This design comes from an exercise in tuning for small area on the open sky130 flow, not from production work. Function was checked by simulation only, so behaviour that the tests miss may differ from the original. Power is estimated from default activity; no workload was simulated.

[flow/flow/run.sh]
#!/bin/bash
set -euo pipefail
work=$(pwd)
rm -rf "$work/scripts_area"
cp -r "$FLOW_HOME/scripts" "$work/scripts_area"
cp "$work/flow/abc_area.script" "$work/scripts_area/abc_area.script"
vars=(
  "SCRIPTS_DIR=$work/scripts_area"
  "ABC_AREA=1"
  "BUFFER_PORTS_ARGS=-buffer_cell sky130_fd_sc_hd__buf_1"
  "CTS_ARGS=-sink_clustering_enable -repair_clock_nets -dont_use_dummy_load -sink_clustering_size 40 -sink_clustering_max_diameter 80"
)
bash standard.sh "${vars[@]}" synth > "$work/synth.log" 2>&1
bash standard.sh "${vars[@]}" finish > "$work/layout.log" 2>&1
[flow/flow/abc_area.script]
strash
dch -f
amap
strash
dch -f
amap
strash
dch -f
amap
[flow/standard.sh]
#!/bin/bash
# synth_recipe.tcl (not shown) runs the flow's synth.tcl, then flattens the netlist and writes it again
# the make line also repeats each setting of config.mk as NAME=value (left out here)
make -C /OpenROAD-flow-scripts/flow DESIGN_CONFIG=/design/flow/config.mk WORK_HOME=/design/flow/orfs CLKGATE_MAP_FILE= SYNTH_SCRIPT=/design/flow/synth_recipe.tcl "${@:-finish}"
[flow/config.mk]
export PLATFORM = sky130hd
export DESIGN_NAME = watch_top
export DESIGN_NICKNAME = watch_top
export VERILOG_FILES = /design/flow/design.v
export SDC_FILE = /design/flow/constraint.sdc
export NUM_CORES = 4
export LEC_CHECK = 0
export CAP_MARGIN = 20
export CORE_MARGIN = 2
export CORE_UTILIZATION = 40
export SLEW_MARGIN = 20
[flow/constraint.sdc]
create_clock -name core_clock -period 10.0 [get_ports {clock}]
set_input_delay 2.0000 -clock core_clock [delete_from_list [all_inputs] [get_ports {clock}]]
set_output_delay 2.0000 -clock core_clock [all_outputs]
set_load 0.01 [all_outputs]
[flow/design.v]
package watch_pkg;
    localparam int CLOCKS_PER_TICK = 1000;   
    localparam int TICKS_PER_SECOND = 1000;
    localparam int SAMPLE_TICKS = 100;       
    localparam int MELODY_DEPTH = 80;
    localparam int LED_STEP = 10;
    localparam int HOUR_W = 5;
    localparam int MIN_W = 6;
    localparam int NOTE_W = 8;
    localparam int NIDX_W = 3;               
    localparam int LEN_W = 7;
    localparam int MODE_W = 2;
    localparam int MODE_IN_W = 4;
    localparam int BUTTON_W = 12;
    localparam int LED_W = 8;
    localparam int CNT_W = 11;               
    localparam logic [HOUR_W-1:0] HOURS_PER_DAY = 5'd24;
    localparam logic [MIN_W-1:0] MINUTES_PER_HOUR = 6'd60;
    localparam logic [MODE_W-1:0] MODE_RUN = 2'd0;
    localparam logic [MODE_W-1:0] MODE_SET_TIME = 2'd1;
    localparam logic [MODE_W-1:0] MODE_SET_ALARM = 2'd2;
    localparam logic [MODE_W-1:0] MODE_RECORD = 2'd3;
    localparam int KEY_HOUR_DOWN = 11;
    localparam int KEY_HOUR_UP = 9;
    localparam int KEY_MIN_DOWN = 8;
    localparam int KEY_MIN_UP = 6;
    localparam int KEY_SEC_DOWN = 5;
    localparam int KEY_SEC_UP = 3;
    localparam int KEY_ALARM_TOGGLE = 0;
    localparam int KEY_PLAY = 11;
    localparam int KEY_CLEAR = 10;
    localparam logic [9:0] DIV_FIRST = 10'b1110001111;
    localparam logic [9:0] DIV_LAST = 10'b0111000111;
    localparam logic [6:0] WIN_FIRST = 7'b0011100;
    localparam logic [6:0] WIN_LAST = 7'b0001110;
    function automatic logic [9:0] div_step(input logic [9:0] s);
        div_step = {s[8:0], ~(s[9] ^ s[6]) ^ (s == DIV_LAST)};
    endfunction
    function automatic logic [6:0] win_step(input logic [6:0] s);
        win_step = {s[5:0], ~(s[6] ^ s[5]) ^ (s == WIN_LAST)};
    endfunction
    function automatic logic [5:0] step_field(input logic [5:0] v, input logic dn,
                                              input logic [5:0] top);
        logic [5:0] r;
        logic c;
        if (dn ? (v == '0) : (v == top)) begin
            r = dn ? top : '0;
        end else begin
            c = 1'b1;
            for (int i = 0; i < 6; i++) begin
                r[i] = v[i] ^ c;
                c = c & (v[i] ^ dn);
            end
        end
        step_field = r;
    endfunction
    function automatic logic [CNT_W-1:0] half_period(input logic [NIDX_W-1:0] idx);
        case (idx)
            3'd0: half_period = 11'd1915;   
            3'd1: half_period = 11'd1700;   
            3'd2: half_period = 11'd1519;   
            3'd3: half_period = 11'd1432;   
            3'd4: half_period = 11'd1275;   
            3'd5: half_period = 11'd1136;   
            3'd6: half_period = 11'd1014;   
            default: half_period = 11'd956;  
        endcase
    endfunction
endpackage
`timescale 1ns/1ps
module panel_input (
    input  logic clock,
    input  logic reset,
    input  logic [watch_pkg::MODE_IN_W-1:0] mode,
    input  logic [watch_pkg::BUTTON_W-1:0] button,
    output logic tick,
    output logic [watch_pkg::MODE_W-1:0] active_mode,
    output logic [watch_pkg::BUTTON_W-1:0] key_pulse,
    output logic note_any,
    output logic [watch_pkg::NIDX_W-1:0] note_idx
);
    logic [9:0] div_state;
    logic [watch_pkg::BUTTON_W-1:0] btn_sync;
    logic [watch_pkg::BUTTON_W-1:0] btn_prev;
    assign tick = (div_state == watch_pkg::DIV_LAST);
    always_ff @(posedge clock or negedge reset) begin
        if (!reset) begin
            div_state <= watch_pkg::DIV_FIRST;
            btn_sync <= '0;
            btn_prev <= '0;
        end else begin
            div_state <= watch_pkg::div_step(div_state);
            if (tick) begin
                btn_sync <= button;
                btn_prev <= btn_sync;   
            end
        end
    end
    always_comb begin
        key_pulse = tick ? (btn_sync & ~btn_prev) : '0;
        if (mode[3]) active_mode = watch_pkg::MODE_SET_TIME;
        else if (mode[2]) active_mode = watch_pkg::MODE_SET_ALARM;
        else if (mode[1]) active_mode = watch_pkg::MODE_RECORD;
        else active_mode = watch_pkg::MODE_RUN;
        note_any = |btn_sync[7:0];
        note_idx = '0;
        for (int i = 1; i < watch_pkg::NOTE_W; i++) begin
            if (btn_sync[i]) note_idx = 3'(i);
        end
    end
endmodule
`timescale 1ns/1ps
module time_keeper (
    input  logic clock,
    input  logic reset,
    input  logic tick,
    input  logic [watch_pkg::MODE_W-1:0] active_mode,
    input  logic [watch_pkg::BUTTON_W-1:0] key_pulse,
    output logic [watch_pkg::HOUR_W-1:0] hour,
    output logic [watch_pkg::MIN_W-1:0] minute,
    output logic [watch_pkg::MIN_W-1:0] second,
    output logic [watch_pkg::HOUR_W-1:0] alarm_hour,
    output logic [watch_pkg::MIN_W-1:0] alarm_minute
);
    logic [9:0] ms_state;
    logic run, set_time, set_alarm, set_any;
    logic sec_tick, sec_wrap, min_wrap;
    logic sec_up, sec_dn, min_up, min_dn, hour_up, hour_dn;
    logic [watch_pkg::HOUR_W-1:0] hour_in, hour_nx;
    logic [watch_pkg::MIN_W-1:0] min_in, min_nx, sec_nx;
    logic [5:0] hour_nx6;
    assign run = (active_mode == watch_pkg::MODE_RUN);
    assign set_time = (active_mode == watch_pkg::MODE_SET_TIME);
    assign set_alarm = (active_mode == watch_pkg::MODE_SET_ALARM);
    assign set_any = set_time || set_alarm;
    assign sec_tick = run && tick && (ms_state == watch_pkg::DIV_LAST);
    assign sec_wrap = (second == watch_pkg::MINUTES_PER_HOUR - 1'b1);
    assign min_wrap = (minute == watch_pkg::MINUTES_PER_HOUR - 1'b1);
    assign sec_dn = set_time && key_pulse[watch_pkg::KEY_SEC_DOWN];
    assign sec_up = sec_tick || (set_time && key_pulse[watch_pkg::KEY_SEC_UP]);
    assign min_dn = set_any && key_pulse[watch_pkg::KEY_MIN_DOWN];
    assign min_up = (sec_tick && sec_wrap) || (set_any && key_pulse[watch_pkg::KEY_MIN_UP]);
    assign hour_dn = set_any && key_pulse[watch_pkg::KEY_HOUR_DOWN];
    assign hour_up = (sec_tick && sec_wrap && min_wrap) ||
                     (set_any && key_pulse[watch_pkg::KEY_HOUR_UP]);
    assign hour_in = set_alarm ? alarm_hour : hour;
    assign min_in = set_alarm ? alarm_minute : minute;
    assign hour_nx6 = watch_pkg::step_field({1'b0, hour_in}, hour_dn, 6'd23);
    assign hour_nx = hour_nx6[watch_pkg::HOUR_W-1:0];
    assign min_nx = watch_pkg::step_field(min_in, min_dn, watch_pkg::MINUTES_PER_HOUR - 1'b1);
    assign sec_nx = watch_pkg::step_field(second, sec_dn, watch_pkg::MINUTES_PER_HOUR - 1'b1);
    always_ff @(posedge clock or negedge reset) begin
        if (!reset) begin
            ms_state <= watch_pkg::DIV_FIRST;
            hour <= '0;
            minute <= '0;
            second <= '0;
            alarm_hour <= '0;
            alarm_minute <= '0;
        end else begin
            if (run && tick) ms_state <= watch_pkg::div_step(ms_state);
            if (sec_up || sec_dn) second <= sec_nx;
            if (hour_up || hour_dn) begin
                if (set_alarm) alarm_hour <= hour_nx;
                else hour <= hour_nx;
            end
            if (min_up || min_dn) begin
                if (set_alarm) alarm_minute <= min_nx;
                else minute <= min_nx;
            end
        end
    end
endmodule
`timescale 1ns/1ps
module alarm_unit (
    input  logic clock,
    input  logic reset,
    input  logic [watch_pkg::MODE_W-1:0] active_mode,
    input  logic [watch_pkg::BUTTON_W-1:0] key_pulse,
    input  logic [watch_pkg::HOUR_W-1:0] hour,
    input  logic [watch_pkg::MIN_W-1:0] minute,
    input  logic [watch_pkg::MIN_W-1:0] second,
    input  logic [watch_pkg::HOUR_W-1:0] alarm_hour,
    input  logic [watch_pkg::MIN_W-1:0] alarm_minute,
    output logic alarm_start,
    output logic alarm_enabled
);
    logic triggered;
    logic set_mode;
    assign set_mode = (active_mode == watch_pkg::MODE_SET_ALARM);
    assign alarm_start = (active_mode != watch_pkg::MODE_RECORD) && alarm_enabled && !triggered &&
                         (hour == alarm_hour) && (minute == alarm_minute) && (second == '0);
    always_ff @(posedge clock or negedge reset) begin
        if (!reset) begin
            alarm_enabled <= 1'b0;
            triggered <= 1'b0;
        end else begin
            if (alarm_start) begin
                triggered <= 1'b1;
            end else if (second != '0) begin
                triggered <= 1'b0;   
            end
            if (set_mode && key_pulse[watch_pkg::KEY_ALARM_TOGGLE]) begin
                alarm_enabled <= !alarm_enabled;
            end
        end
    end
endmodule
`timescale 1ns/1ps
module melody_recorder (
    input  logic clock,
    input  logic reset,
    input  logic tick,
    input  logic [watch_pkg::MODE_W-1:0] active_mode,
    input  logic [watch_pkg::BUTTON_W-1:0] key_pulse,
    input  logic note_any,
    input  logic [watch_pkg::NIDX_W-1:0] note_idx,
    input  logic alarm_start,
    input  logic alarm_enabled,
    output logic tone_on,
    output logic [watch_pkg::NIDX_W-1:0] tone_idx,
    output logic [watch_pkg::LED_W-1:0] led
);
    localparam int DEPTH = watch_pkg::MELODY_DEPTH;
    logic [watch_pkg::NIDX_W-1:0] ring [DEPTH];
    logic [watch_pkg::LEN_W-1:0] ring_pos;
    logic [watch_pkg::LEN_W-1:0] next_idx;
    logic [watch_pkg::LEN_W-1:0] length;
    logic [watch_pkg::NIDX_W-1:0] last_note;
    logic [watch_pkg::NIDX_W-1:0] cur_note;
    logic [watch_pkg::NIDX_W-1:0] next_note;
    logic [6:0] win_state;
    logic playing;
    logic record_mode;
    logic sample_done;
    logic clear_req;
    logic start_req;
    logic recording;
    logic store;
    logic advance;
    logic [watch_pkg::LEN_W-1:0] next_inc;
    logic [3:0] bar_count;
    logic [3:0] led_level;   
    assign record_mode = (active_mode == watch_pkg::MODE_RECORD);
    assign sample_done = (win_state == watch_pkg::WIN_LAST);
    assign clear_req = record_mode && key_pulse[watch_pkg::KEY_CLEAR];
    assign start_req = (alarm_start || (record_mode && key_pulse[watch_pkg::KEY_PLAY])) &&
                       !playing && (length != '0);
    assign recording = record_mode && !playing && note_any && (length < DEPTH);
    assign store = tick && recording && sample_done && !clear_req && !start_req;
    assign advance = tick && playing && sample_done && !clear_req;
    assign next_inc = next_idx + 1'b1;
    always_ff @(posedge clock or negedge reset) begin
        if (!reset) begin
            length <= '0;
            win_state <= watch_pkg::WIN_FIRST;
            playing <= 1'b0;
        end else if (clear_req) begin
            length <= '0;   
            win_state <= watch_pkg::WIN_FIRST;
            playing <= 1'b0;
        end else if (start_req) begin
            win_state <= watch_pkg::WIN_FIRST;
            playing <= 1'b1;
        end else if (tick) begin
            if (playing || recording) begin
                win_state <= watch_pkg::win_step(win_state);
            end else begin
                win_state <= watch_pkg::WIN_FIRST;   
            end
            if (playing && sample_done && next_idx == DEPTH) playing <= 1'b0;
            if (store) length <= length + 1'b1;
        end
    end
    always_ff @(posedge clock or negedge reset) begin
        if (!reset) ring_pos <= 7'd1;
        else ring_pos <= (ring_pos == DEPTH) ? 7'd1 : ring_pos + 1'b1;
    end
    always_ff @(posedge clock) begin
        for (int i = 0; i < DEPTH - 2; i++) ring[i] <= ring[i + 1];
        ring[DEPTH - 2] <= (ring_pos == length) ? last_note : ring[DEPTH - 1];
        ring[DEPTH - 1] <= ring[0];
        if (start_req) next_idx <= (length == 7'd1) ? 7'(DEPTH) : 7'd1;
        else if (advance) next_idx <= (next_inc == length) ? 7'(DEPTH) : next_inc;
        if (store) last_note <= note_idx;
        if (ring_pos == next_idx) next_note <= ring[0];
        if (store && length == '0) cur_note <= note_idx;
        else if (advance) cur_note <= next_note;
    end
    always_comb begin
        bar_count = '0;
        for (int i = 0; i < watch_pkg::LED_W; i++) begin
            if ((length != '0) && (length >= i * watch_pkg::LED_STEP)) bar_count = 4'(i + 1);
        end
        for (int i = 0; i < watch_pkg::LED_W; i++) led[i] = (led_level > i);
        tone_on = playing || (record_mode && note_any);
        tone_idx = playing ? cur_note : note_idx;
    end
    always_ff @(posedge clock or negedge reset) begin
        if (!reset) led_level <= '0;
        else if (record_mode) led_level <= bar_count;
        else led_level <= {3'b000, alarm_enabled};
    end
endmodule
`timescale 1ns/1ps
module tone_generator (
    input  logic clock,
    input  logic reset,
    input  logic tone_on,
    input  logic [watch_pkg::NIDX_W-1:0] tone_idx,
    output logic piezo
);
    logic [watch_pkg::CNT_W-1:0] count;
    always_ff @(posedge clock or negedge reset) begin
        if (!reset) begin
            piezo <= 1'b0;
            count <= '0;
        end else if (!tone_on) begin
            piezo <= 1'b0;
            count <= '0;
        end else if (count >= watch_pkg::half_period(tone_idx)) begin
            piezo <= ~piezo;   
            count <= '0;
        end else begin
            count <= count + 1'b1;
        end
    end
endmodule
`timescale 1ns/1ps
module watch_top (
    input  logic clock,
    input  logic reset,
    input  logic [watch_pkg::MODE_IN_W-1:0] mode,
    input  logic [watch_pkg::BUTTON_W-1:0] button,
    output logic [watch_pkg::HOUR_W-1:0] hour,
    output logic [watch_pkg::MIN_W-1:0] minute,
    output logic [watch_pkg::MIN_W-1:0] second,
    output logic [watch_pkg::LED_W-1:0] led,
    output logic piezo
);
    logic tick;
    logic [watch_pkg::MODE_W-1:0] active_mode;
    logic [watch_pkg::BUTTON_W-1:0] key_pulse;
    logic note_any;
    logic [watch_pkg::NIDX_W-1:0] note_idx;
    logic [watch_pkg::HOUR_W-1:0] alarm_hour;
    logic [watch_pkg::MIN_W-1:0] alarm_minute;
    logic alarm_start;
    logic alarm_enabled;
    logic tone_on;
    logic [watch_pkg::NIDX_W-1:0] tone_idx;
    panel_input panel0 (
        .clock(clock),
        .reset(reset),
        .mode(mode),
        .button(button),
        .tick(tick),
        .active_mode(active_mode),
        .key_pulse(key_pulse),
        .note_any(note_any),
        .note_idx(note_idx)
    );
    time_keeper keeper0 (
        .clock(clock),
        .reset(reset),
        .tick(tick),
        .active_mode(active_mode),
        .key_pulse(key_pulse),
        .hour(hour),
        .minute(minute),
        .second(second),
        .alarm_hour(alarm_hour),
        .alarm_minute(alarm_minute)
    );
    alarm_unit alarm0 (
        .clock(clock),
        .reset(reset),
        .active_mode(active_mode),
        .key_pulse(key_pulse),
        .hour(hour),
        .minute(minute),
        .second(second),
        .alarm_hour(alarm_hour),
        .alarm_minute(alarm_minute),
        .alarm_start(alarm_start),
        .alarm_enabled(alarm_enabled)
    );
    melody_recorder recorder0 (
        .clock(clock),
        .reset(reset),
        .tick(tick),
        .active_mode(active_mode),
        .key_pulse(key_pulse),
        .note_any(note_any),
        .note_idx(note_idx),
        .alarm_start(alarm_start),
        .alarm_enabled(alarm_enabled),
        .tone_on(tone_on),
        .tone_idx(tone_idx),
        .led(led)
    );
    tone_generator tone0 (
        .clock(clock),
        .reset(reset),
        .tone_on(tone_on),
        .tone_idx(tone_idx),
        .piezo(piezo)
    );
endmodule
==> results.txt, run 1 <==
Bufs on Longest Clock Path = 3
Launch point of the worst reg-to-reg path = panel0.btn_sync[5]
Avg Cell Area, Syn = 11.74 sq um
Crit. End Element = flip-flop
Initial antenna violation count = 0
TritonCTS clock tree = done
Dpl hpwl = 13180 um
Synth area leader = dfxtp_1
Fin Clk Skew = 0.07203 ns
Ranking of synthesized cells by area = dfxtp_1 (43%), dfrtp_1 (20%), edfxtp_1 (4.3%)
Layout Cells excl Fill = 1395
Area grow syn2layout = 9.286%
Post_cts resized = 0
Final setup margin = 4.955 ns
Simple-Gate Fraction of Synth Area = 9.654%
Synth cell types = 46
H-tree depth = 1
Initial DRC count = 451
Nature of the critical path startpoint = input pin
Post-synthesis mux area share = 0%
HP Class = flip-flop to flip-flop
Status = finished clean
Post-CTS Setup Bufs = 0
Antenna cells = 0
Post-synthesis async set-or-reset flop share = 29.67%
Mapped Cells = 957
Largest family of logic cells by synthesized area = compound AO/OA/AOI/OAI gates
Launch point of the critical path = mode[1]
Clock Tree Root = clkbuf_16
Worst Tran Pin Value = 0.8934 ns
Slew Limit Fails = 0
Placed insts = 1379
Final Wtd Congestion = 0.8621
Die outline area = 29450 sq um
Vias = 6848
Share of the synthesized area in the top cell type = 42.76%
Core Footprint = 27710 sq um
Post-synthesis sequential area ratio = 71.28%
CTS clock-pin slew for the worst setup and hold paths = 0.12 ns
WL/cell = 13.84 um
IO Pins = 44
Critical path class = input pin to flip-flop
First-pass GRT wire length = 32150 um
Largest net degree at the start of global routing = 83
Max cap viols = 0
Fin crit share = 50.45%
Post-synthesis cell area = 11240 sq um
Crit path DAT = 5.43 ns
Leakage = 0.004744 uW
Peak Freq = 198.2 MHz
Synth Area in Adders = 2.561%
Post-route cell area = 12280 sq um
Count of hold-fix buffers inserted at cts = 0
Slew HR = 39.98%
Layout net count = 1060
Final TNS setup = 0 ns
Die width = 171.6 um
Ys flop type = dfxtp_1
Post-layout min period = 5.045 ns
DRC errors left = 0
Worst VDD drop = 106.8 uV
GRT Overall Usage = 13.39%
CTS buffer count = 15
Hold_sp = recorder0.ring[77][1]
Total Wirelength = 19310 um
# setup viols final = 0
Power Dens Cells = 193.5 nW/um^2
I/O Buffers = 42
Post-synthesis register bit count = 364
DRT Pass-1 Iters = 5
CP max FO = 14
RSZ-0062 raised after global routing = false
Via density = 4.909
Number of global-route vias before repair = 6427
Total congestion overflow = 0
Pre-CTS WS = 4.392 ns
DP Area = 11900 sq um
Clock latency (worst-skew pair) = 0.51 ns
Clock sink total = 364
Fin. Hold Viols = 0
Initial Utilization = 40.56%
Req. time, crit path = 10.38 ns
Post-synthesis compound-gate area fraction = 12.82%
Row count = 61
ANT nets after route = 0
EDFF count, synth = 16
Post-Synth XOR/XNOR Area = 0.07794%
Die Y = 171.6 um
Layout cells sized above 1 = 3.835%
Syn Nets = 998
Yosys warns = 6
==> final timing paths <==
| check | end | slack [ns] | depth (start not counted) |
|---|---|---|---|
| setup reg to reg | tone0.count[10] | 5.53 | 21 |
| hold reg to reg | recorder0.ring[76][1] | 0.30 | 0 |
| min in group asynchronous | keeper0.second[0] | 1.46 | 1 |
| hold / removal | recorder0.ring[76][1] | 0.30 | 0 |
| setup / recovery | keeper0.minute[5] | 4.96 | 15 |
| max in group asynchronous | tone0.count[5] | 7.45 | 2 |
==> layout by cell type (no fill, tap or decap), types with 2 or more instances in the layout <==
| cell type | instances |
|---|---|
| nor2_1 | 117 |
| dfstp_2 | 18 |
| or4_1 | 2 |
| o31ai_1 | 2 |
| nor2b_1 | 7 |
| dfrtp_1 | 90 |
| ha_1 | 23 |
| and3_1 | 2 |
| a21oi_1 | 48 |
| nor4_1 | 11 |
| edfxtp_1 | 16 |
| o22a_1 | 30 |
| nand2_1 | 43 |
| o21bai_1 | 2 |
| a221oi_1 | 4 |
| clkinv_1 | 107 |
| clkbuf_16 | 15 |
| a22oi_1 | 5 |
| buf_1 | 41 |
| o22ai_1 | 46 |
| nand3_1 | 14 |
| nor3_1 | 25 |
| or2_0 | 6 |
| a211oi_1 | 10 |
| nand4_1 | 9 |
| o21ai_0 | 37 |
| o221ai_1 | 9 |
| o21a_1 | 3 |
| o211ai_1 | 4 |
| a41oi_1 | 3 |
| buf_4 | 2 |
| dfxtp_1 | 240 |
| a31oi_1 | 4 |
| a311oi_1 | 2 |
| nand4b_1 | 3 |
==> state kept, by name, indices dropped and copies added, names as in the netlist, 3 cells and up <==
register and count:
keeper0.alarm_minute 6, panel0.div_state 10, panel0.btn_sync 12, recorder0.ring 240
keeper0.second 6, recorder0.win_state 7, recorder0.length 7, keeper0.ms_state 10
keeper0.hour 5, recorder0.led_level 4, tone0.count 11, recorder0.next_note 3
recorder0.last_note 3, keeper0.alarm_hour 5, panel0.btn_prev 8, recorder0.cur_note 3
recorder0.ring_pos 7, keeper0.minute 6, recorder0.next_idx 7
==> stage by stage <==
step | hold WS, ns | total power, uW | utilization (%)
after floorplan | 0.3096 | 1677 | -
after global placement | 0.3112 | 1731 | 42.94
after detailed placement | 0.3121 | 1736 | 42.94
after CTS | 0.2969 | 2406 | 44.29
after global routing | 0.2944 | 2483 | 44.33
final | 0.2994 | 2376 | 44.33
==> layout make-up <==
class                   instances  area [sq um]
fillers                      2571         15420
flip-flops and latches        364          8010
multi-input cells             485          2828
well taps                     378         473.0
inverters                     107         401.6
clock buffers                  15         375.4
repair buffers                 46         192.7
==> cell usage after synthesis, drive strengths merged, types with 10 or more instances <==
library cell,number
o21ai,37
clkinv,107
a211oi,10
nand3,14
ha,23
nor3,25
nand2,43
a21oi,48
dfstp,18
o22ai,46
edfxtp,16
dfrtp,90
o22a,30
nor4,12
dfxtp,240
nor2,117
==> kinds of logic (layout without fill, tap and decap cells) <==
| family | count (synthesis) | count (layout) |
|---|---|---|
| adder cells (fa/ha/maj) | 23 | 23 |
| AO/OA/AOI/OAI | 218 | 218 |
| flip-flops | 364 | 364 |
| buffers and inverters | 108 | 168 |
| AND/OR/NAND/NOR | 243 | 243 |
| XOR/XNOR | 1 | 1 |
==> where the power goes <==
part           switching [uW]  internal (uW)
logic                     105           65.8
clock network             399            272
registers                34.1           1500
total                     539           1840
==> layer usage <==
layer	vias to the layer above	wire [um]	GRT usage [%]
met1	3268	9878	19.66
met3	26	735	2.393
met5	-	0	0
met4	0	391	4.053
li1	3441	-	-
met2	113	8301	20.13
==> critical path, stage by stage <==
cell      delay [ns]
buf_1           0.09
clkinv_1        0.05
o21ai_0         0.36
clkinv_1        0.18
ha_1            0.44
clkinv_1        0.37
o22ai_1         0.19
or3_1           0.45
o21ai_0         0.32
o221ai_1        0.21
clkinv_1        0.09
o221ai_1        0.13
a211oi_1        0.35
nor2_1          0.08
a21oi_1         0.12
==> inputs of run 2 (changes only) <==
--- a/flow/flow/run.sh
+++ b/flow/flow/run.sh
@@ -10,3 +10,3 @@
   "BUFFER_PORTS_ARGS=-buffer_cell sky130_fd_sc_hd__buf_1"
-  "CTS_ARGS=-sink_clustering_enable -repair_clock_nets -dont_use_dummy_load -sink_clustering_size 40 -sink_clustering_max_diameter 80"
+  "CTS_ARGS=-sink_clustering_enable -repair_clock_nets -dont_use_dummy_load -buf_list sky130_fd_sc_hd__clkbuf_8 -sink_clustering_size 20 -sink_clustering_max_diameter 50"
 )
==> results.txt, run 2 <==
Initial DRC count = 444 (-1.6%)
Layout net count = 1079 (+1.8%)
Syn Nets = 998 (unchanged)
Leakage = 0.004804 uW (+1.3%)
Area grow syn2layout = 10.11%
Req. time, crit path = 10.42 ns (+0.04 ns)
Final TNS setup = 0 ns (unchanged)
Post-synthesis sequential area ratio = 71.28% (unchanged)
GRT Overall Usage = 13.80% (+0.41 points)
Initial antenna violation count = 0 (unchanged)
RSZ-0062 raised after global routing = false
Total congestion overflow = 0 (unchanged)
Total Wirelength = 19620 um (+1.6%)
Final setup margin = 4.990 ns (+0.03439 ns)
Post-synthesis async set-or-reset flop share = 29.67% (unchanged)
Row count = 61 (unchanged)
Mapped Cells = 957 (unchanged)
CTS buffer count = 34 (+19)
# setup viols final = 0 (unchanged)
CTS clock-pin slew for the worst setup and hold paths = 0.10 ns (-0.02 ns)
TritonCTS clock tree = done
Critical path class = input pin to flip-flop
Top flop regs = recorder0.ring: 240 flops, panel0.btn_sync: 12 flops, tone0.count: 11 flops
Worst Tran Pin Value = 0.9550 ns (+0.06152 ns)
Core Footprint = 27710 sq um (unchanged)
WHS = 0.2811 ns (-0.01832 ns)
Max cap viols = 0 (unchanged)
Vias = 6974 (+1.8%)
FF-to-FF setup slack = 5.53 ns (about the same)
Leading cell types in the layout, fill and taps excluded = dfxtp_1 (240), nor2_1 (117), clkinv_1 (107), dfrtp_1 (90), a21oi_1 (48)
Post-synthesis cell area = 11240 sq um (unchanged)
Ranking of synthesized cells by area = dfxtp_1 (43%), dfrtp_1 (20%), edfxtp_1 (4.3%)
DRT Pass-1 Iters = 5 (unchanged)
Post-layout min period = 5.010 ns (-0.03439 ns)
Pre-CTS WS = 4.392 ns (unchanged)
Most common cell after layout, fill and taps aside = dfxtp_1
Die width = 171.6 um (unchanged)
HP Class = flip-flop to flip-flop
CP max FO = 14 (unchanged)
IO Pins = 44 (unchanged)
WL/cell = 13.87 um (+0.24%)
Synth area leader = dfxtp_1
Initial Utilization = 40.56% (unchanged)
H-tree depth = 2 (+1)
Synth cell types = 46 (unchanged)
Final Wtd Congestion = 0.8621 (unchanged)
Top reg by flops = recorder0.ring
Crit. End Element = flip-flop
Clock sink total = 364 (unchanged)
Clock latency (worst-skew pair) = 0.54 ns (+0.03 ns)
Post-synthesis register bit count = 364 (unchanged)
Slew HR = 35.85% (-4.1 points)
Post_cts resized = 0 (unchanged)
Fin crit share = 50.10% (-0.34 points)
EDFF count, synth = 16 (unchanged)
Hold_sp = recorder0.ring[76][0]
First-pass GRT wire length = 32820 um (+2.1%)
Ys flop type = dfxtp_1
Fill cells = 2575 (+0.16%)
Fin Clk Skew = 0.08074 ns (+0.008713 ns)
Reg2reg path depth = 21 (unchanged)
Count leader, synth = dfxtp_1
Hold path cells = 0 (unchanged)
Die outline area = 29450 sq um (unchanged)
I/O Buffers = 42 (unchanged)
Slew Limit Fails = 0 (unchanged)
Share of the synthesized area in the top cell type = 42.76% (unchanged)
Clock Tree Root = clkbuf_8
Count of hold-fix buffers inserted at cts = 0 (unchanged)
Overall power = 2431 uW (+2.3%)
Via density = 4.932 (+0.47%)
Reg2reg end = tone0.count[10]
Number of global-route vias before repair = 6666 (+3.7%)
Dpl hpwl = 13180 um (unchanged)
ANT nets after route = 0 (unchanged)
Fin util = 44.66% (+0.33 points)
Fin. Hold Viols = 0 (unchanged)
Status = finished clean
Antenna cells = 0 (unchanged)
Peak Freq = 199.6 MHz (+0.69%)
Largest net degree at the start of global routing = 83 (unchanged)
Layout cells sized above 1 = 5.598% (+1.8 points)
Avg Cell Area, Syn = 11.74 sq um (unchanged)
Yosys warns = 6 (unchanged)
Power Dens Cells = 196.5 nW/um^2 (+1.6%)
DRC errors left = 0 (unchanged)
Worst VDD drop = 97.23 uV (-9.0%)
Hold Path Sink = recorder0.ring[75][0]
Crit path DAT = 5.43 ns (about the same)
Max reg flops = 240 (unchanged)
Bufs on Longest Clock Path = 3 (unchanged)
Die Y = 171.6 um (unchanged)
Top post-synthesis cells by count = dfxtp_1 (240), nor2_1 (117), clkinv_1 (107)
Launch point of the worst reg-to-reg path = panel0.btn_sync[5]
Nature of the critical path startpoint = input pin
Post-CTS Setup Bufs = 0 (unchanged)
## run 2: cell types whose count changed in the layout (fill, tap and decap cells not counted), sizes merged
cell    previous run  this run
clkbuf            17        36
## run 2: power by group
group	total (uW)	leakage (uW)	internal (uW)	switching [uW]
sequential	1530	0.00339	1500	33.9
combinational	171	0.00117	65.8	105
clock	728	0.000244	304	423
total	2430	0.00480	1870	562
## run 2: final cells by class
| type | instances | area, sq um | share of cell area [%] |
|---|---|---|---|
| clock buffer | 34 | 467.9 | 3.782 |
| inverter | 107 | 401.6 | 3.246 |
| multi-input combinational | 485 | 2828 | 22.85 |
| sequential | 364 | 8010 | 64.74 |
| tap | 378 | 473.0 | 3.822 |
| timing repair buffer | 46 | 192.7 | 1.557 |
## run 2: kinds of logic after synthesis
family / count (synthesis) / share of synthesized area, %
compound gates: 218 / 12.82
fa+ha+maj: 23 / 2.561
buf+inv: 108 / 3.608
simple gates: 243 / 9.654
xor+xnor: 1 / 0.07796
flops: 364 / 71.28
## run 2: worst max-delay path by stage
stage | start | to
global placement | mode[1] | keeper0.alarm_minute[1]
finish | mode[1] | keeper0.minute[5]
floorplan | panel0.div_state[7] | keeper0.minute[5]
global route | mode[1] | keeper0.minute[5]
detailed placement | mode[1] | keeper0.alarm_minute[1]
CTS | mode[1] | keeper0.alarm_minute[1]
## run 2: layer usage
layer | vias to the layer above | wire (um) | global-route usage [%]
li1 | 3479 | - | -
met1 | 3312 | 9801 | 19.63
met2 | 145 | 8427 | 20.46
met3 | 38 | 917 | 3.152
met4 | 0 | 469 | 5.269
met5 | - | 0 | 0
## run 2: worst max-delay path, stage by stage
cell and delay, ns:
buf_1 0.09, clkinv_1 0.05, o21ai_0 0.36, clkinv_1 0.18, ha_1 0.44, clkinv_1 0.36, o22ai_1 0.19, or3_1 0.45
o21ai_0 0.32, o221ai_1 0.21, clkinv_1 0.09, o221ai_1 0.13, a211oi_1 0.35, nor2_1 0.08, a21oi_1 0.12
## run 2: through the flow
| stage | instance area [sq um] | std cells |
|---|---|---|
| 2_1_floorplan | 11240 | 957 |
| 3_3_place_gp | 11900 | 1379 |
| 3_5_place_dp | 11900 | 1379 |
| 4_1_cts | 12360 | 1413 |
| 5_1_grt | 12370 | 1414 |
| 6_report | 12370 | 1414 |
==> inputs of run 3 (changes only) <==
--- a/flow/flow/run.sh
+++ b/flow/flow/run.sh
@@ -10,3 +10,3 @@
   "BUFFER_PORTS_ARGS=-buffer_cell sky130_fd_sc_hd__buf_1"
-  "CTS_ARGS=-sink_clustering_enable -repair_clock_nets -dont_use_dummy_load -buf_list sky130_fd_sc_hd__clkbuf_8 -sink_clustering_size 20 -sink_clustering_max_diameter 50"
+  "CTS_ARGS=-sink_clustering_enable -repair_clock_nets -dont_use_dummy_load -sink_clustering_size 35 -sink_clustering_max_diameter 70"
 )
==> results.txt, run 3 <==
Ranking of synthesized cells by area = dfxtp_1 (43%), dfrtp_1 (20%), edfxtp_1 (4.3%)
Post-CTS Setup Bufs = 0 (unchanged)
Crit. End Element = flip-flop
Crit path DAT = 5.45 ns (+0.02 ns)
DRT Pass-1 Iters = 5 (unchanged)
Post-layout min period = 5.043 ns (+0.03289 ns)
Net Sw Frac = 22.59% (-0.54 points)
Initial Utilization = 40.56% (unchanged)
Peak Freq = 198.3 MHz (-0.65%)
Slew HR = 38.18% (+2.3 points)
Post-synthesis sequential area ratio = 71.28% (unchanged)
WHS = 0.2780 ns (-0.003111 ns)
Avg Cell Area, Syn = 11.74 sq um (unchanged)
Overall power = 2439 uW (+0.32%)
Dpl hpwl = 13180 um (unchanged)
Largest net degree at the start of global routing = 83 (unchanged)
HP Class = flip-flop to flip-flop
Mapped Cells = 957 (unchanged)
Clock sink total = 364 (unchanged)
Req. time, crit path = 10.40 ns (-0.02 ns)
GRT Overall Usage = 13.47% (-0.33 points)
ANT nets after route = 0 (unchanged)
Vias = 6853 (-1.7%)
Fin crit share = 50.43% (+0.33 points)
Fin Clk Skew = 0.07054 ns (-0.01020 ns)
CTS buffer count = 18 (-47%)
Combinational share of power = 7.0% (about the same)
Bufs on Longest Clock Path = 3 (unchanged)
Power Dens Cells = 197.4 nW/um^2 (+0.46%)
Post-synthesis cell area = 11240 sq um (unchanged)
Antenna cells = 0 (unchanged)
Synth area leader = dfxtp_1
Clock latency (worst-skew pair) = 0.52 ns (-0.02 ns)
Nature of the critical path startpoint = input pin
Net Sw Power = 550.9 uW (-2.0%)
Layout net count = 1063 (-1.5%)
CP max FO = 14 (unchanged)
Top reg by flops = recorder0.ring
Count leader, synth = dfxtp_1
Initial DRC count = 396 (-11%)
I/O Buffers = 42 (unchanged)
Area grow syn2layout = 9.954%
Number of global-route vias before repair = 6455 (-3.2%)
Yosys warns = 6 (unchanged)
Die width = 171.6 um (unchanged)
RSZ-0062 raised after global routing = false
WL/cell = 13.82 um (-0.40%)
Clock Tree Root = clkbuf_16
Final Wtd Congestion = 0.8621 (unchanged)
Post-synthesis register bit count = 364 (unchanged)
H-tree depth = 1 (-1)
Layout cells sized above 1 = 4.118% (-1.5 points)
Top flop regs = recorder0.ring: 240 flops, panel0.btn_sync: 12 flops, tone0.count: 11 flops
Final TNS setup = 0 ns (unchanged)
Critical path class = input pin to flip-flop
Status = finished clean
Share of the synthesized area in the top cell type = 42.76% (unchanged)
Post_cts resized = 0 (unchanged)
Worst Tran Pin Value = 0.9202 ns (-0.03476 ns)
Post-synthesis async set-or-reset flop share = 29.67% (unchanged)
# setup viols final = 0 (unchanged)
Leading cell types in the layout, fill and taps excluded = dfxtp_1 (240), nor2_1 (117), clkinv_1 (107), dfrtp_1 (90), a21oi_1 (48)
Top post-synthesis cells by count = dfxtp_1 (240), nor2_1 (117), clkinv_1 (107)
DRC errors left = 0 (unchanged)
TritonCTS clock tree = done
Total congestion overflow = 0 (unchanged)
Row count = 61 (unchanged)
Most common cell after layout, fill and taps aside = dfxtp_1
Clock power frac = 30.2% (+0.3 points)
Fin util = 44.60% (-0.063 points)
Fin. Hold Viols = 0 (unchanged)
Syn Nets = 998 (unchanged)
EDFF count, synth = 16 (unchanged)
Die outline area = 29450 sq um (unchanged)
Ys flop type = dfxtp_1
Die Y = 171.6 um (unchanged)
Max cap viols = 0 (unchanged)
Seq pwr share = 62.8% (-0.2 points)
Leakage = 0.004781 uW (-0.47%)
Worst VDD drop = 98.98 uV (+1.8%)
Slew Limit Fails = 0 (unchanged)
Max reg flops = 240 (unchanged)
Via density = 4.902 (-0.61%)
First-pass GRT wire length = 32370 um (-1.4%)
CTS clock-pin slew for the worst setup and hold paths = 0.11 ns (about the same)
Total Wirelength = 19320 um (-1.5%)
Count of hold-fix buffers inserted at cts = 0 (unchanged)
IO Pins = 44 (unchanged)
Int Pwr = 1888 uW (+1.0%)
Synth cell types = 46 (unchanged)
Initial antenna violation count = 0 (unchanged)
Core Footprint = 27710 sq um (unchanged)
run 3: per-layer routing:
layer,up-vias,wire (um),GRT usage [%]
met2,116,8286,20.12
li1,3454,-,-
met4,0,472,4.274
met1,3252,9747,19.77
met3,31,809,2.485
met5,-,0,0
run 3: worst max-delay path: stages:
cell      delay, ns
buf_1          0.09
clkinv_1       0.05
o21ai_0        0.36
clkinv_1       0.18
ha_1           0.44
clkinv_1       0.37
o22ai_1        0.19
or3_1          0.45
o21ai_0        0.32
o221ai_1       0.21
clkinv_1       0.09
o221ai_1       0.13
a211oi_1       0.36
nor2_1         0.09
a21oi_1        0.12
run 3: path summary, 6_finish.rpt:
path	endpoint	start	depth (start not counted)	slack [ns]
hold / removal	recorder0.ring[57][0]	recorder0.ring[58][0]	0	0.28
max in group asynchronous	recorder0.length[0]	reset	2	7.47
min in group asynchronous	keeper0.ms_state[4]	reset	1	1.46
setup reg to reg	tone0.count[10]	panel0.btn_sync[5]	21	5.56
hold reg to reg	recorder0.ring[57][0]	recorder0.ring[58][0]	0	0.28
setup / recovery	keeper0.minute[5]	mode[1]	15	4.96
run 3: stage by stage:
stage | area (sq um) | setup WS, ns | cells
3_3_place_gp | 11900 | 4.413 | 1379
4_1_cts | 12350 | 4.914 | 1397
6_report | 12360 | 4.957 | 1398
2_1_floorplan | 11240 | 3.914 | 957
3_5_place_dp | 11900 | 4.392 | 1379
5_1_grt | 12360 | 4.575 | 1398
run 3: area by class of cell:
| class | count | area (sq um) |
|---|---|---|
| Multi-Input combinational cell | 485 | 2828 |
| Inverter | 107 | 401.6 |
| Tap cell | 378 | 473.0 |
| Timing Repair Buffer | 46 | 192.7 |
| Fill cell | 2565 | 15350 |
| Sequential cell | 364 | 8010 |
| Clock buffer | 18 | 450.4 |
run 3: cells by family (layout without fill, tap and decap cells):
logic type	after synthesis	in the layout	synth area share, %
DFF	364	364	71.28
and+or+nand+nor	243	243	9.654
AOI/OAI and AO/OA	218	218	12.82
buffers and inverters	108	171	3.608
adders and majority gates	23	23	2.561
xor gates and xnor gates	1	1	0.07796
run 3: power by group through the flow:
stage,Clock (uW),Sequential (uW),Combinational [uW]
after floorplan,0,1560,118
after global routing,814,1540,198
final,736,1530,171
after CTS,766,1530,173
after global placement,0,1560,168
after detailed placement,0,1560,173
==> inputs of run 4 (changes only) <==
--- a/flow/flow/run.sh
+++ b/flow/flow/run.sh
@@ -10,3 +10,3 @@
   "BUFFER_PORTS_ARGS=-buffer_cell sky130_fd_sc_hd__buf_1"
-  "CTS_ARGS=-sink_clustering_enable -repair_clock_nets -dont_use_dummy_load -sink_clustering_size 35 -sink_clustering_max_diameter 70"
+  "CTS_ARGS=-sink_clustering_enable -repair_clock_nets -dont_use_dummy_load -sink_clustering_size 40 -sink_clustering_max_diameter 60"
 )
==> results.txt, run 4 <==
Status = finished clean
Launch point of the critical path = mode[1]
Post-layout min period = 5.028 ns (-0.01577 ns)
Fin Clk Skew = 0.06336 ns (-0.007181 ns)
Power Dens Cells = 202.5 nW/um^2 (+2.6%)
Top flop regs = recorder0.ring: 240 flops, panel0.btn_sync: 12 flops, tone0.count: 11 flops
Max cap viols = 0 (unchanged)
Leading cell types in the layout, fill and taps excluded = dfxtp_1 (240), nor2_1 (117), clkinv_1 (107), dfrtp_1 (90), a21oi_1 (48)
Fin util = 44.96% (+0.36 points)
H-tree depth = 1 (unchanged)
Synth cell types = 46 (unchanged)
Synth area leader = dfxtp_1
Number of global-route vias before repair = 6514 (+0.91%)
Clock sink total = 364 (unchanged)
Max reg flops = 240 (unchanged)
Post-synthesis sequential area ratio = 71.28% (unchanged)
Slew HR = 34.59% (-3.6 points)
DRT Pass-1 Iters = 5 (unchanged)
Reg area = 8010 sq um (unchanged)
Most frequent CP cell = clkinv_1
Largest net degree at the start of global routing = 83 (unchanged)
Leakage = 0.004831 uW (+1.0%)
Via density = 4.887 (-0.30%)
HP Class = flip-flop to flip-flop
Count of hold-fix buffers inserted at cts = 0 (unchanged)
Met1 Use GR = 19.74% (-0.033 points)
EDFF count, synth = 16 (unchanged)
CTS clock-pin slew for the worst setup and hold paths = 0.13 ns (+0.02 ns)
WL/cell = 13.87 um (+0.37%)
Post-synthesis cell area = 11240 sq um (unchanged)
Peak Freq = 198.9 MHz (+0.31%)
Row count = 61 (unchanged)
# setup viols final = 0 (unchanged)
M2 GR Usage = 20.31% (+0.19 points)
CP bufs+invs = 5 (unchanged)
Yosys warns = 6 (unchanged)
Count leader, synth = dfxtp_1
First-pass GRT wire length = 32560 um (+0.60%)
Ys flop type = dfxtp_1
Initial antenna violation count = 0 (unchanged)
Req. time, crit path = 10.41 ns (about the same)
ANT nets after route = 0 (unchanged)
Ranking of synthesized cells by area = dfxtp_1 (43%), dfrtp_1 (20%), edfxtp_1 (4.3%)
Antenna cells = 0 (unchanged)
Worst VDD drop = 146.6 uV (+48%)
Dpl hpwl = 13180 um (unchanged)
Die outline area = 29450 sq um (unchanged)
Top reg by flops = recorder0.ring
Crit path DAT = 5.44 ns (about the same)
Crit. End Element = flip-flop
Total Wirelength = 19440 um (+0.66%)
Critical path class = input pin to flip-flop
Launch point of the worst reg-to-reg path = panel0.btn_sync[5]
Crit path max-delay family = compound AO/OA/AOI/OAI gates
Mapped Cells = 957 (unchanged)
Final Wtd Congestion = 0.8621 (unchanged)
Total congestion overflow = 0 (unchanged)
Slowest cell on crit path = or3_1
Nature of the critical path startpoint = input pin
Die width = 171.6 um (unchanged)
Die Y = 171.6 um (unchanged)
Slew Limit Fails = 0 (unchanged)
Busiest grt layer = met2
GRT Overall Usage = 13.58% (+0.11 points)
Area grow syn2layout = 10.85%
I/O Buffers = 42 (unchanged)
IO Pins = 44 (unchanged)
Fill cells = 2564 (-0.039%)
TritonCTS clock tree = done
CP cell instances = buf_1 > clkinv_1 > o21ai_0 > clkinv_1 > ha_1 > clkinv_1 > o22ai_1 > or3_1 > o21ai_0 > o221ai_1 > clkinv_1 > o221ai_1 > a211oi_1 > nor2_1 > a21oi_1
Share of the synthesized area in the top cell type = 42.76% (unchanged)
DRC errors left = 0 (unchanged)
Hold_sp = recorder0.ring[58][0]
Clock latency (worst-skew pair) = 0.55 ns (+0.03 ns)
CP max FO = 14 (unchanged)
Slowest cell delay on critical path = 0.45 ns (about the same)
Initial DRC count = 405 (+2.3%)
Vias = 6852 (-0.015%)
Fin crit share = 50.28% (-0.16 points)
Post-synthesis async set-or-reset flop share = 29.67% (unchanged)
Post-synthesis register bit count = 364 (unchanged)
Clock Tree Root = clkbuf_16
Top post-synthesis cells by count = dfxtp_1 (240), nor2_1 (117), clkinv_1 (107)
Bufs on Longest Clock Path = 3 (unchanged)
Syn Nets = 998 (unchanged)
Final TNS setup = 0 ns (unchanged)
Initial Utilization = 40.56% (unchanged)
Most common cell after layout, fill and taps aside = dfxtp_1
Pre-CTS WS = 4.392 ns (unchanged)
Area taken by multi-input logic gates = 2828 sq um (unchanged)
Fin. Hold Viols = 0 (unchanged)
Layout cells sized above 1 = 4.492% (+0.37 points)
Final setup margin = 4.972 ns (+0.01577 ns)
Layout net count = 1067 (+0.38%)
Core Footprint = 27710 sq um (unchanged)
CTS buffer count = 22 (+4)
WHS = 0.2672 ns (-0.01080 ns)
Post-CTS Setup Bufs = 0 (unchanged)
Avg Cell Area, Syn = 11.74 sq um (unchanged)
Worst Tran Pin Value = 0.9737 ns (+0.05348 ns)
M3 GR Usage = 2.715% (+0.23 points)
Post_cts resized = 0 (unchanged)
RSZ-0062 raised after global routing = false
## run 4: changes by cell type in the layout (fill, tap and decap cells not counted), sizes merged
cell    delta
clkbuf     +4
## run 4: logic make-up (layout without fill, tap and decap cells)
group           after synthesis  in the layout  synth area share, %
flops                       364            364                71.28
simple gates                243            243                9.654
compound gates              218            218                12.82
buf+inv                     108            175                3.608
fa+ha+maj                    23             23                2.561
xor+xnor                      1              1              0.07796
## run 4: metal layers
| metal | vias to the layer above | wire (um) |
|---|---|---|
| met5 | - | 0 |
| li1 | 3463 | - |
| met4 | 0 | 436 |
| met3 | 32 | 884 |
| met2 | 123 | 8319 |
| met1 | 3234 | 9802 |
## run 4: final timing paths
kind,endpoint,slack (ns),depth (start not counted)
worst max-delay path,keeper0.minute[5],4.97,15
worst min-delay path,recorder0.ring[57][0],0.27,0
worst max register to register,tone0.count[10],5.55,21
worst min register to register,recorder0.ring[57][0],0.27,0
max in group asynchronous,keeper0.alarm_minute[5],7.50,2
min in group asynchronous,keeper0.ms_state[4],1.42,1
## run 4: metrics by stage
| stage | total power, uW | instances | instance area [sq um] |
|---|---|---|---|
| 3_5_place_dp | 1736 | 1379 | 11900 |
| 6_report | 2522 | 1402 | 12460 |
| 5_1_grt | 2635 | 1402 | 12460 |
| 4_1_cts | 2557 | 1401 | 12450 |
| 3_3_place_gp | 1731 | 1379 | 11900 |
| 2_1_floorplan | 1677 | 957 | 11240 |
## run 4: cell type report
cell class	count	area share, %
Clock buffer	22	4.420
Multi-Input combinational cell	485	22.70
Inverter	107	3.225
Tap cell	378	3.797
Sequential cell	364	64.31
Timing Repair Buffer	46	1.547
## run 4: power breakdown
part,internal [uW],leakage [uW],total [uW],switching (uW)
clock,391,0.000271,818,428
sequential,1500,0.00339,1530,33.8
combinational,65.9,0.00117,171,105
==> inputs of run 5 (changes only) <==
--- a/flow/flow/run.sh
+++ b/flow/flow/run.sh
@@ -10,3 +10,3 @@
   "BUFFER_PORTS_ARGS=-buffer_cell sky130_fd_sc_hd__buf_1"
-  "CTS_ARGS=-sink_clustering_enable -repair_clock_nets -dont_use_dummy_load -sink_clustering_size 40 -sink_clustering_max_diameter 60"
+  "CTS_ARGS=-sink_clustering_enable -repair_clock_nets -dont_use_dummy_load -sink_clustering_size 30 -sink_clustering_max_diameter 60"
 )
==> results.txt, run 5 <==
Worst Tran Pin Value = 0.8950 ns (-0.07867 ns)
Int Pwr = 1971 uW (+0.84%)
Post-synthesis async set-or-reset flop share = 29.67% (unchanged)
Slew Limit Fails = 0 (unchanged)
Ranking of synthesized cells by area = dfxtp_1 (43%), dfrtp_1 (20%), edfxtp_1 (4.3%)
Critical path class = input pin to flip-flop
Total congestion overflow = 0 (unchanged)
Crit path DAT = 5.44 ns (about the same)
Total Wirelength = 19480 um (+0.18%)
Synth area leader = dfxtp_1
Net Sw Power = 568.5 uW (+0.27%)
Top reg by flops = recorder0.ring
Initial Utilization = 40.56% (unchanged)
Clock sink total = 364 (unchanged)
Post-layout min period = 5.034 ns (+0.006500 ns)
Seq pwr share = 60.3% (-0.5 points)
Number of global-route vias before repair = 6548 (+0.52%)
CP max FO = 14 (unchanged)
Share of the synthesized area in the top cell type = 42.76% (unchanged)
Leakage = 0.004843 uW (+0.26%)
HP Class = flip-flop to flip-flop
Peak Freq = 198.6 MHz (-0.13%)
Area grow syn2layout = 11.07%
WHS = 0.2928 ns (+0.02559 ns)
Max reg flops = 240 (unchanged)
Die Y = 171.6 um (unchanged)
Launch point of the critical path = mode[1]
Yosys warns = 6 (unchanged)
Final setup margin = 4.966 ns (-0.006500 ns)
Final TNS setup = 0 ns (unchanged)
Req. time, crit path = 10.41 ns (about the same)
Synth cell types = 46 (unchanged)
Slowest cell delay on critical path = 0.45 ns (about the same)
Vias = 6884 (+0.47%)
Die outline area = 29450 sq um (unchanged)
Most common cell after layout, fill and taps aside = dfxtp_1
Ys flop type = dfxtp_1
Top post-synthesis cells by count = dfxtp_1 (240), nor2_1 (117), clkinv_1 (107)
# setup viols final = 0 (unchanged)
Crit path max-delay family = compound AO/OA/AOI/OAI gates
Count leader, synth = dfxtp_1
TritonCTS clock tree = done
Largest net degree at the start of global routing = 83 (unchanged)
Mapped Cells = 957 (unchanged)
I/O Buffers = 42 (unchanged)
Dpl hpwl = 13180 um (unchanged)
Net Sw Frac = 22.38% (-0.097 points)
Post-synthesis register bit count = 364 (unchanged)
EDFF count, synth = 16 (unchanged)
CTS buffer count = 23 (+4.5%)
Layout net count = 1068 (+0.094%)
Status = finished clean
Syn Nets = 998 (unchanged)
Pre-CTS WS = 4.392 ns (unchanged)
Die width = 171.6 um (unchanged)
Clock power frac = 32.9% (+0.4 points)
Leading cell types in the layout, fill and taps excluded = dfxtp_1 (240), nor2_1 (117), clkinv_1 (107), dfrtp_1 (90), a21oi_1 (48)
Top flop regs = recorder0.ring: 240 flops, panel0.btn_sync: 12 flops, tone0.count: 11 flops
WL/cell = 13.88 um (+0.11%)
Nature of the critical path startpoint = input pin
Hold_sp = recorder0.ring[58][0]
Post-CTS Setup Bufs = 0 (unchanged)
CP bufs+invs = 5 (unchanged)
First-pass GRT wire length = 32510 um (-0.15%)
Count of hold-fix buffers inserted at cts = 0 (unchanged)
Most frequent CP cell = clkinv_1
Max cap viols = 0 (unchanged)
Post-synthesis sequential area ratio = 71.28% (unchanged)
DRT Pass-1 Iters = 5 (unchanged)
Launch point of the worst reg-to-reg path = panel0.btn_sync[5]
CTS clock-pin slew for the worst setup and hold paths = 0.10 ns (-0.03 ns)
Initial antenna violation count = 0 (unchanged)
Power Dens Cells = 203.5 nW/um^2 (+0.51%)
Fin Clk Skew = 0.04388 ns (-0.01948 ns)
Combinational share of power = 6.7% (about the same)
Initial DRC count = 516 (+27%)
RSZ-0062 raised after global routing = false
Layout cells sized above 1 = 4.585% (+0.093 points)
Clock latency (worst-skew pair) = 0.52 ns (-0.03 ns)
Post_cts resized = 0 (unchanged)
Fin crit share = 50.34% (+0.065 points)
Antenna cells = 0 (unchanged)
Avg Cell Area, Syn = 11.74 sq um (unchanged)
Core Footprint = 27710 sq um (unchanged)
Row count = 61 (unchanged)
IO Pins = 44 (unchanged)
ANT nets after route = 0 (unchanged)
Slowest cell on crit path = or3_1
H-tree depth = 1 (unchanged)
Clock Tree Root = clkbuf_16
Fin. Hold Viols = 0 (unchanged)
Worst VDD drop = 127.4 uV (-13%)
DRC errors left = 0 (unchanged)
Post-synthesis cell area = 11240 sq um (unchanged)
CP cell instances = buf_1 > clkinv_1 > o21ai_0 > clkinv_1 > ha_1 > clkinv_1 > o22ai_1 > or3_1 > o21ai_0 > o221ai_1 > clkinv_1 > o221ai_1 > a211oi_1 > nor2_1 > a21oi_1
Slew HR = 39.87% (+5.3 points)
Via density = 4.907 (+0.40%)
Crit. End Element = flip-flop
Bufs on Longest Clock Path = 3 (unchanged)
GRT Overall Usage = 13.56% (-0.025 points)
Final Wtd Congestion = 0.8621 (unchanged)
## run 5: cell counts after synthesis
No cell type changed its count.
## run 5: final timing paths
kind / depth (start not counted) / slack (ns) / endpoint
max: 15 / 4.97 / keeper0.minute[5]
min: 0 / 0.29 / recorder0.ring[57][0]
max reg2reg: 21 / 5.55 / tone0.count[10]
min reg2reg: 0 / 0.29 / recorder0.ring[57][0]
max in group asynchronous: 2 / 7.48 / recorder0.length[3]
min in group asynchronous: 1 / 1.42 / keeper0.ms_state[4]
## run 5: per-stage QoR
| stage | power [uW] | util [%] | cells | instance area [sq um] |
|---|---|---|---|---|
| after floorplan | 1677 | - | 957 | 11240 |
| after global placement | 1731 | 42.94 | 1379 | 11900 |
| after detailed placement | 1736 | 42.94 | 1379 | 11900 |
| after CTS | 2575 | 45.02 | 1402 | 12470 |
| after global routing | 2655 | 45.05 | 1403 | 12480 |
| final | 2540 | 45.05 | 1403 | 12480 |
## run 5: logic make-up (layout without fill, tap and decap cells)
logic type,count (synthesis),after routing,synth area share [%]
AOI/OAI and AO/OA,218,218,12.82
xor gates and xnor gates,1,1,0.07796
adders and majority gates,23,23,2.561
buffers and inverters,108,176,3.608
DFF,364,364,71.28
and+or+nand+nor,243,243,9.654
## run 5: per-layer routing
metal / vias to the layer above / share of wire [%] / track usage [%] / wire (um)
met3: 39 / 4.1 / 2.393 / 797
met1: 3254 / 50 / 19.68 / 9801
met4: 0 / 2.9 / 4.790 / 574
met5: - / 0 / 0 / 0
met2: 129 / 43 / 20.36 / 8305
li1: 3462 / - / - / -
## run 5: cell type report
type | instances | area [sq um]
well taps | 378 | 473.0
multi-input cells | 485 | 2828
clock buffers | 23 | 575.6
inverters | 107 | 401.6
repair buffers | 46 | 192.7
fillers | 2559 | 15220
flip-flops and latches | 364 | 8010
## run 5: power by group through the flow
stage               combinational (uW)  clock (uW)  sequential, uW
floorplan                          118           0            1560
global placement                   168           0            1560
detailed placement                 173           0            1560
CTS                                173         869            1530
global route                       198         918            1540
finish                             171         837            1530
==> inputs of run 6 (changes only) <==
--- a/flow/design.v
+++ b/flow/design.v
@@ -313,2 +313,9 @@
     logic [watch_pkg::CNT_W-1:0] count;
+    logic at_half;
+    always_comb begin
+        at_half = 1'b0;
+        for (int i = 0; i < 8; i++) begin
+            if (tone_idx == 3'(i) && count >= watch_pkg::half_period(3'(i))) at_half = 1'b1;
+        end
+    end
     always_ff @(posedge clock or negedge reset) begin
@@ -320,3 +327,3 @@
             count <= '0;
-        end else if (count >= watch_pkg::half_period(tone_idx)) begin
+        end else if (at_half) begin
             piezo <= ~piezo;   
--- a/flow/flow/run.sh
+++ b/flow/flow/run.sh
@@ -10,3 +10,3 @@
   "BUFFER_PORTS_ARGS=-buffer_cell sky130_fd_sc_hd__buf_1"
-  "CTS_ARGS=-sink_clustering_enable -repair_clock_nets -dont_use_dummy_load -sink_clustering_size 30 -sink_clustering_max_diameter 60"
+  "CTS_ARGS=-sink_clustering_enable -repair_clock_nets -dont_use_dummy_load -sink_clustering_size 35 -sink_clustering_max_diameter 70"
 )
--- a/flow/config.mk
+++ b/flow/config.mk
@@ -9,3 +9,4 @@
 export CORE_MARGIN = 2
-export CORE_UTILIZATION = 40
+export CORE_UTILIZATION = 60
+export PLACE_DENSITY = 0.75
 export SLEW_MARGIN = 20
==> results.txt, run 6 <==
Status = finished clean
TritonCTS clock tree = done
Area grow syn2layout = 8.153%
Synth cell types = 52 (+13%)
Reg2reg end = keeper0.second[5]
Hold Path Sink = recorder0.ring[62][1]
Post-synthesis async set-or-reset flop share = 29.67% (unchanged)
Most common cell after layout, fill and taps aside = dfxtp_1
Post-layout min period = 5.090 ns (+0.05582 ns)
WHS = 0.3074 ns (+0.01463 ns)
Hold_sp = recorder0.ring[63][1]
Combinational share of power = 5.1% (-1.6 points)
Yosys warns = 6 (unchanged)
Clock Tree Root = clkbuf_16
Int Pwr = 1832 uW (-7.1%)
Top post-synthesis cells by count = dfxtp_1 (240), clkinv_1 (115), nor2_1 (111)
Total Wirelength = 18970 um (-2.6%)
Dpl hpwl = 12660 um (-4.0%)
Fin crit share = 50.90% (+0.56 points)
Via density = 5.511 (+12%)
DRT Pass-1 Iters = 5 (unchanged)
Peak Freq = 196.5 MHz (-1.1%)
Synth area leader = dfxtp_1
CTS clock-pin slew for the worst setup and hold paths = 0.11 ns (about the same)
Antenna cells = 0 (unchanged)
Core Footprint = 18150 sq um (-34%)
Bufs on Longest Clock Path = 3 (unchanged)
Row count = 49 (-20%)
Clock power frac = 30.5% (-2.4 points)
FF-to-FF setup slack = 6.19 ns (+0.64 ns)
Max reg flops = 240 (unchanged)
Post-CTS Setup Bufs = 0 (unchanged)
Launch point of the worst reg-to-reg path = panel0.div_state[2]
Hold path cells = 0 (unchanged)
Fin. Hold Viols = 0 (unchanged)
ANT nets after route = 0 (unchanged)
Number of global-route vias before repair = 6553 (+0.076%)
Vias = 6861 (-0.33%)
Seq pwr share = 64.4% (+4.1 points)
Final TNS setup = 0 ns (unchanged)
Total congestion overflow = 0 (unchanged)
Post-synthesis mux area share = 0% (unchanged)
Layout Cells excl Fill = 1245 (-11%)
Clock latency (worst-skew pair) = 0.52 ns (about the same)
Largest family of logic cells by synthesized area = compound AO/OA/AOI/OAI gates
Fin Clk Skew = 0.06361 ns (+0.01974 ns)
CTS buffer count = 17 (-26%)
Initial DRC count = 412 (-20%)
Die Y = 140.5 um (-18%)
Post-synthesis cell area = 11190 sq um (-0.45%)
Post-synthesis register bit count = 364 (unchanged)
Crit. End Element = flip-flop
Share of the synthesized area in the top cell type = 42.95% (+0.19 points)
Crit path DAT = 5.47 ns (+0.03 ns)
Clock sink total = 364 (unchanged)
Syn Nets = 984 (-1.4%)
Worst VDD drop = 173.8 uV (+36%)
Power Dens Cells = 192.6 nW/um^2 (-5.4%)
Max cap viols = 0 (unchanged)
GRT Overall Usage = 19.69% (+6.1 points)
Simple-Gate Fraction of Synth Area = 9.630% (-0.024 points)
Fin util = 66.67% (+22 points)
Slew HR = 39.97% (+0.092 points)
Top reg by flops = recorder0.ring
Die outline area = 19750 sq um (-33%)
Initial Utilization = 61.65% (+21 points)
Critical path class = input pin to flip-flop
HP Class = flip-flop to flip-flop
Net Sw Frac = 21.40% (-0.98 points)
Final Wtd Congestion = 0.9009 (+4.5%)
Ys flop type = dfxtp_1
First-pass GRT wire length = 31760 um (-2.3%)
Net Sw Power = 498.7 uW (-12%)
IO Pins = 44 (unchanged)
Leakage = 0.004623 uW (-4.5%)
Reg2reg path depth = 12 (-43%)
WL/cell = 15.24 um (+9.8%)
Final setup margin = 4.910 ns (-0.05582 ns)
Layout net count = 1049 (-1.8%)
Initial antenna violation count = 0 (unchanged)
Post-synthesis sequential area ratio = 71.60% (+0.32 points)
Die width = 140.5 um (-18%)
RSZ-0062 raised after global routing = false
Count leader, synth = dfxtp_1
H-tree depth = 1 (unchanged)
Nature of the critical path startpoint = input pin
Avg Cell Area, Syn = 11.74 sq um (about the same)
Slew Limit Fails = 0 (unchanged)
Leading cell types in the layout, fill and taps excluded = dfxtp_1 (240), clkinv_1 (115), nor2_1 (111), dfrtp_1 (90)
Synth Area in Adders = 1.454% (-1.1 points)
Placed insts = 1228 (-11%)
DRC errors left = 0 (unchanged)
Post-Synth XOR/XNOR Area = 0.07829% (+0.00035 points)
Pre-CTS WS = 4.529 ns (+0.1366 ns)
Post_cts resized = 0 (unchanged)
Ranking of synthesized cells by area = dfxtp_1 (43%), dfrtp_1 (20%), edfxtp_1 (4.3%)
Largest net degree at the start of global routing = 76 (-8.4%)
EDFF count, synth = 16 (unchanged)
I/O Buffers = 42 (unchanged)
Worst Tran Pin Value = 0.9005 ns (+0.005506 ns)
# setup viols final = 0 (unchanged)
Post-synthesis compound-gate area fraction = 13.34% (+0.53 points)
CP max FO = 14 (unchanged)
Count of hold-fix buffers inserted at cts = 0 (unchanged)
Fill cells = 1344 (-47%)
Top flop regs = recorder0.ring: 240 flops, panel0.btn_sync: 12 flops, tone0.count: 11 flops
Req. time, crit path = 10.38 ns (-0.03 ns)
Mapped Cells = 953 (-0.42%)
Layout cells sized above 1 = 4.134% (-0.45 points)
[run 6: cell types whose count changed after synthesis, moves of 3 or more]
| cell | before | now |
|---|---|---|
| nand4_1 | 9 | 6 |
| nand2_1 | 43 | 39 |
| ha_1 | 23 | 13 |
| a21oi_1 | 48 | 39 |
| o22ai_1 | 46 | 41 |
| o32ai_1 | 1 | 4 |
| nor3_1 | 25 | 30 |
| clkinv_1 | 107 | 115 |
| nor2_1 | 117 | 111 |
| a31oi_1 | 4 | 7 |
| o22a_1 | 30 | 27 |
| nor4_1 | 12 | 16 |
| nor2b_1 | 7 | 3 |
| a211oi_1 | 10 | 16 |
[run 6: worst max-delay path, stage by stage]
cell      delay [ns]
buf_1           0.09
clkinv_1        0.04
o21ai_0         0.16
clkinv_1        0.11
ha_1            0.51
clkinv_1        0.54
o22ai_1         0.36
nand2_1         0.14
nor4_1          0.33
o22ai_1         0.17
clkinv_1        0.08
o221ai_1        0.13
clkinv_1        0.10
o221ai_1        0.13
a211oi_1        0.35
nor2_1          0.09
a21oi_1         0.13
[run 6: worst max-delay path by stage]
stage | to | startpoint
2_1_floorplan | keeper0.minute[5] | mode[1]
3_3_place_gp | keeper0.minute[5] | mode[1]
3_5_place_dp | keeper0.minute[5] | mode[1]
4_1_cts | keeper0.minute[5] | mode[1]
5_1_grt | keeper0.minute[5] | mode[1]
6_report | keeper0.minute[5] | mode[1]
[run 6: kinds of logic (layout without fill, tap and decap cells)]
kind of cell	count (synthesis)	after routing
simple gates	239	239
xor+xnor	1	1
compound gates	220	220
fa+ha+maj	13	13
buf+inv	116	179
flops	364	364
[run 6: cell type report]
class,instances,area [sq um],area share [%]
inverter,115,431.7,3.568
sequential,364,8010,66.20
timing repair buffer,47,198.9,1.644
tap,229,286.5,2.368
multi-input combinational,473,2746,22.70
clock buffer,17,425.4,3.516
[run 6: through the flow]
step	power, uW	instance area, sq um
2_1_floorplan	1608	11190
3_3_place_gp	1648	11670
3_5_place_dp	1650	11670
4_1_cts	2354	12100
5_1_grt	2420	12100
6_report	2330	12100
[run 6: power groups by stage]
stage               sequential, uW  combinational, uW  clock [uW]
CTS                           1500                118         735
finish                        1500                118         711
global route                  1500                133         783
global placement              1530                116           0
detailed placement            1530                117           0
floorplan                     1530               74.1           0
[run 6: per-layer routing]
layer	vias up	track usage [%]	routed length (um)
met1	3214	29.76	9481
met2	152	29.77	8201
met4	0	5.947	442
met3	38	3.043	845
met5	-	0	0
li1	3457	-	-

what the ideal ports hide:
Ports are ideal in the flow. The routed layouts listed here were re-timed in OpenROAD. Step 1 (the two cells are an assumption about what drives the block):
set clk [get_ports {clock}]
set_driving_cell -lib_cell sky130_fd_sc_hd__clkbuf_16 $clk
set_driving_cell -lib_cell sky130_fd_sc_hd__buf_2 [delete_from_list [all_inputs] $clk]
Step 2 moves the port delays by t, midway between the first and last clock arrival at a register: inputs arrive t later, outputs are due t later. That takes back most of the time a late clock gives input paths. Slacks: ideal ports / drivers / drivers and shift; pairs: ideal ports / drivers.
run | t, ns | slack for setup (ns) | worst setup path at the end | worst register clock-pin slew, ns | pins driven straight from the clock port
run 1 | 0.527 | 4.955 / 4.979 / 4.452 | input to register | 0.13 / 0.13 | 1
run 2 | 0.537 | 4.990 / 5.007 / 4.469 | input to register | 0.11 / 0.11 | 1
run 3 | 0.538 | 4.957 / 4.981 / 4.443 | input to register | 0.12 / 0.12 | 1
run 4 | 0.565 | 4.972 / 4.996 / 4.431 | input to register | 0.13 / 0.13 | 1
run 5 | 0.557 | 4.966 / 4.990 / 4.433 | input to register | 0.10 / 0.10 | 1
run 6 | 0.538 | 4.910 / 4.935 / 4.397 | input to register | 0.11 / 0.11 | 1
After both steps setup and hold are still met in every run listed. For run 4, which loses most, drivers alone change the setup slack by +0.024 ns; drivers and shift together by -0.541 ns.
